What follows belongs to an exercise in optimizing a design on an open flow for small area and a short achievable clock period; a production flow would make more cautious choices. Function was checked by simulation only, so behaviour that the tests miss may differ from the original. The clock port is modelled as an ideal driver; clocking choices that lean on that would not hold on a real chip.

==> flow/design.v, too long to show whole: its modules and the start of the top module <==
// module tnn_hidden_layer: 1931 lines
// module tnn_fa: 10 lines
// module tnn_ha: 9 lines
// module tnn_output_layer: 343 lines
// module tnn_argmax_narrow: 17 lines
// module tnn_argmax_step: 9 lines
// module tnn_argmax_pick: 19 lines
// module tnn_classifier: 41 lines
module tnn_classifier (
    input  logic                                         clk,
    input  logic                                         rst_n,
    input  tnn_pkg::feature_t [tnn_pkg::FEAT_CNT-1:0]    features,
    input  logic                                         features_valid,
    output logic [tnn_pkg::CLASS_BITS-1:0]               prediction,
    output logic                                         prediction_valid
);
  // ...
==> flow/flow/run.sh <==
#!/bin/bash
# Own layout flow: the standard flow (standard.sh, standard synthesis
# unchanged) with two changes:
#  - ports are buffered with buf_1 cells instead of the default choice;
#  - after clock-tree synthesis, post_cts.tcl delays the clock of the h_q,
#    a_q and m_q registers: useful skew between internal pipeline stages
#    only (the input register x_q and the output registers keep the tree's
#    clock).
# make's full output goes to flow_make.log here; ORFS keeps each step's log
# under orfs/logs.
set -euo pipefail
here=$(pwd)
export BUFFER_PORTS_ARGS="-buffer_cell sky130_fd_sc_hd__buf_1"
export POST_CTS_TCL="$here/flow/post_cts.tcl"
bash standard.sh > "$here/flow_make.log" 2>&1
==> flow/flow/post_cts.tcl <==
# Sourced by ORFS's cts.tcl after clock-tree synthesis (POST_CTS_TCL).
# Useful skew between internal pipeline stages only: the registers h_q, a_q
# and m_q (neither fed by input ports nor feeding output ports) get their
# clock later through delay cells; x_q and the output registers keep the
# tree's clock. The delay cells' strengths are then picked to balance the
# register-to-register stages; hold slack down to -0.2 ns is left to the
# hold repair after global routing, which pads the short paths. The stage
# estimates get a margin for what routing adds to them.
source [file join [file dirname [info script]] skew.tcl]

set_propagated_clock [all_clocks]
set dly sky130_fd_sc_hd__clkdlybuf4s25_1
my_skew_group "h_q*" root 3 $dly sky130_fd_sc_hd__clkbuf_8 8
my_skew_group "a_q*" root 2 $dly sky130_fd_sc_hd__clkbuf_8 8
my_skew_group "m_q*" leaf 1 $dly sky130_fd_sc_hd__clkbuf_4 8
my_skew_cleanup
my_skew_tune2 {h_q* a_q* m_q*} prediction* \
  {sky130_fd_sc_hd__clkdlybuf4s15_1 sky130_fd_sc_hd__clkdlybuf4s18_1 sky130_fd_sc_hd__clkdlybuf4s18_2 sky130_fd_sc_hd__clkdlybuf4s25_1 sky130_fd_sc_hd__clkdlybuf4s25_2 sky130_fd_sc_hd__clkdlybuf4s50_1} \
  -0.2 {0.25 0.1 0.2}
detailed_placement
==> flow/standard.sh <==
#!/bin/bash
# synth_recipe.tcl (not shown) runs the flow's synth.tcl, then flattens the netlist and writes it again
# the make line also repeats each setting of config.mk as NAME=value (left out here)
make -C /OpenROAD-flow-scripts/flow DESIGN_CONFIG=/design/flow/config.mk WORK_HOME=/design/flow/orfs CLKGATE_MAP_FILE= SYNTH_SCRIPT=/design/flow/synth_recipe.tcl "${@:-finish}"
==> flow/config.mk <==
export PLATFORM = sky130hd
export DESIGN_NAME = tnn_classifier
export DESIGN_NICKNAME = tnn_classifier
export VERILOG_FILES = /design/flow/design.v
export SDC_FILE = /design/flow/constraint.sdc
export NUM_CORES = 4
export LEC_CHECK = 0
export CAP_MARGIN = 20
export CORE_MARGIN = 2
export CORE_UTILIZATION = 40
export HOLD_SLACK_MARGIN = 0.05
export SLEW_MARGIN = 20
export SYNTH_HIERARCHICAL = 1
==> flow/constraint.sdc <==
create_clock -name core_clock -period 22.0 [get_ports {clk}]
set_input_delay 4.4000 -clock core_clock [delete_from_list [all_inputs] [get_ports {clk}]]
set_output_delay 4.4000 -clock core_clock [all_outputs]
set_load 0.01 [all_outputs]
Not shown: flow/flow/skew.tcl
==> results.ini, run 1 <==
[outcome]
status=timing/DRC/antenna clean

[worst_hold_path]
hold_end=h_q[1]$_DFF_P_

[drt]
met3_length_microns=8140
top_layer_used=met4
totalWireLength_microns=81900
via_per_inst=5.51

[clocking]
clock_sinks=172
cts_tree=yes

[setup_path]
r2r-end=h_q[26]$_DFF_P_
cpMaxStageDelayCell=fa_1
cp.depth=16
start_kind=register
crit_top_cell=fa_1

[sta]
tightest_slew_ps=961
worst_slew_margin_rel=0.359
period_share=0.245
slew_violations=0

[cells_and_area]
top_register=x_q
final_cell_mix=736 x fa_1, 357 x inv_1, 167 x dfxtp_1
syn_to_final_growth_pct=7.79
final_util=0.435
multiInputGateArea_sq_um=19000

[grt]
grt.met1_usage=0.377
grt_start_max_net_pins=18

[floorplan]
tapCellCount=782

==> inputs of run 2 (changes only) <==
--- a/flow/flow/post_cts.tcl
+++ b/flow/flow/post_cts.tcl
@@ -3,7 +3,7 @@
 # and m_q (neither fed by input ports nor feeding output ports) get their
 # clock later through delay cells; x_q and the output registers keep the
 # tree's clock. The delay cells' strengths are then picked to balance the
-# register-to-register stages; hold slack down to -0.2 ns is left to the
+# register-to-register stages; hold slack down to -0.3 ns is left to the
 # hold repair after global routing, which pads the short paths. The stage
 # estimates get a margin for what routing adds to them.
 source [file join [file dirname [info script]] skew.tcl]
@@ -16,5 +16,5 @@
 my_skew_cleanup
 my_skew_tune2 {h_q* a_q* m_q*} prediction* \
   {sky130_fd_sc_hd__clkdlybuf4s15_1 sky130_fd_sc_hd__clkdlybuf4s18_1 sky130_fd_sc_hd__clkdlybuf4s18_2 sky130_fd_sc_hd__clkdlybuf4s25_1 sky130_fd_sc_hd__clkdlybuf4s25_2 sky130_fd_sc_hd__clkdlybuf4s50_1} \
-  -0.2 {0.25 0.1 0.2}
+  -0.3 {0.3 0.1 0.15}
 detailed_placement
==> run 2 against run 1 <==
Net effect: worst setup slack lost 470 ps; first-iteration DRC count rose by 5.2%; via count grew 0.75%; routed wire length increased by 0.23%; worst hold slack worse by 12 ps; highest routed layer unchanged.
==> results.ini, run 2 <==
[sta]
fmax_mhz=171
hold_violations=0
slew_violations=0  ; unchanged
skew_ps=1350
finalSetupTns_ps=0
layout_min_cycle_time_ps=5850
tightest_slew_ps=958  ; -2.97 ps
worst_slew_margin_rel=0.361  ; +0.00198
rsz0062_at_grt=no
period_share=0.266  ; +0.0214
setup_viol=0

[drt]
via_per_inst=5.53  ; +0.45%
totalWireLength_microns=82000  ; +0.23%
num_vias=15100
wl_per_cell_microns=30.0
dr.pass1.iters=7
drt-initial-drc-count=1439
antenna_left=0
drc=0

[cells_and_area]
final_layout_size_suffix_gt1_frac=0.0544
n_fill_cell=5555
seq_area_sq_um=3470
multiInputGateArea_sq_um=19000  ; unchanged
top_register=x_q
reg_top3=x_q (64), a_q (50), h_q (39)
syn_to_final_growth_pct=8.12
final_cell_mix=736 x fa_1, 357 x inv_1, 167 x dfxtp_1
layout.nets=2857
largest_register_ffs=64
layout_commonest_cell=fa_1

[grt]
gr-total-overflow=0
met2_usage=0.448
gr-usage-all-layers=0.289
grt_pass1_vias=17600
antenna_found_initial=1
grt_start_max_net_pins=18  ; unchanged
grt_first_pass_wirelength_microns=120000
grt_busiest_layer=met2
grt.met1_usage=0.377  ; unchanged
grt_util_met3=0.0972

[setup_path]
ff2ff_setup_slack_ps=16150
worst-path-max-fanout=6
reg2reg_depth=16
r2r_start=x_q[60]$_DFF_P_
cp.required_ps=23780
worstSetupStartpoint=x_q[60]$_DFF_P_
start_kind=register
end_kind=register
r2r-end=h_q[1]$_DFF_P_
path_class=register to register
critPathArrivalTime_ps=7630
worstSetupEndpoint=h_q[1]$_DFF_P_

[yosys]
yosysWarnings=13
synth_nets=2771
synth.avg_cell_area_sq_um=13.1
synth_cells=1851
netlist_area_sq_um=24300

[floorplan]
start_util=0.404
die_x_microns=250
num_rows=90
floorplan.die_area_sq_um=62700
core_sq_um=60100
fp.dieH_microns=250
top_level_ports=72

[clocking]
path_clk_slew_ps=80
clock_sinks=172  ; unchanged
insertion_delay_ps=1830
cts_tree=yes

[job]
cap_violations=0

[placed_design]
place_congestion=1.05
io_buffers=71
dp_hpwl_microns=72600

[outcome]
status=timing/DRC/antenna clean

[worst_hold_path]
min_path_cells=5
holdCritPathClass=register to register

-- run 2: changes by cell type in the layout (fill, tap and decap cells not counted) --
cell / before / now
clkdlybuf4s18_1: 0 / 2
clkdlybuf4s25_1: 3 / 0
clkdlybuf4s50_1: 0 / 1
dlygate4sd3_1: 11 / 19
-- run 2: how the worst min path moves through the flow --
| stage | slack, ps | startpoint | to |
|---|---|---|---|
| floorplan | 330 | v3_q$_DFF_PN0_ | prediction_valid$_DFF_PN0_ |
| global route | 50 | x_q[52]$_DFF_P_ | h_q[17]$_DFF_P_ |
| global placement | 340 | v0_q$_DFF_PN0_ | v1_q$_DFF_PN0_ |
| detailed placement | 340 | v3_q$_DFF_PN0_ | prediction_valid$_DFF_PN0_ |
| finish | 150 | x_q[7]$_DFF_P_ | h_q[11]$_DFF_P_ |
-- run 2: metal layers --
layer	share of wire	up-vias
met5	0	-
met4	0.038	0
met3	0.10	158
met2	0.47	784
met1	0.39	8302
li1	-	5870
-- run 2: through the flow --
step	hold WS (ps)	instances	util	setup slack [ps]	area [sq um]
after floorplan	331	1851	-	16130	24300
after global placement	336	2661	0.419	15410	25200
after detailed placement	336	2661	0.419	15320	25200
after global routing	47.7	2733	0.437	16140	26300
final	152	2733	0.437	16150	26300
-- run 2: worst max-delay path: stages (launching register included) --
cell           delay (ps)
dfxtp_1               400
ha_1                  230
fa_1                  760
inv_1                 120
fa_1                  460
fa_1                  670
inv_1                 100
fa_1                  500
fa_1                  500
fa_1                  470
dlygate4sd3_1         570
maj3_1                320
dlygate4sd3_1         560
a31oi_1               170
dlygate4sd3_1         590
xnor2_1               130
dlygate4sd3_1         570
-- run 2: cell type report, without the clock buffers --
class	instances	area share
antenna	1	0.0000953
clock inverter	13	0.00615
inverter	357	0.0510
multi-input combinational	1262	0.725
sequential	172	0.132
tap	782	0.0373
timing repair buffer	107	0.0223

## separate check: timing with driven ports
How much do the figures lean on ideal ports? The routed layouts below were timed once more, with nothing changed but the port constraints.
Step 1 assumes that a clkbuf_16 drives the clock port and a buf_2 every other input.
Step 2, shift: input delay + t, output delay - t, t = (earliest + latest rising clock arrival at the registers) / 2. This alone moves slack from input paths to output paths.
a / b / c = ideal / step 1 / step 2; a / b = the first two.
run | t, ns | slack for setup (ns) | clock arrival spread, ns
run 1 | 1.163 | 16.621 / 16.577 / 16.621 | 1.260 / 1.259
run 2 | 1.211 | 16.151 / 16.151 / 16.151 | 1.352 / 1.352
In run 1 and run 2 the clock reaches the registers at very different times; t lies between them, and the last value is a rough guide only.
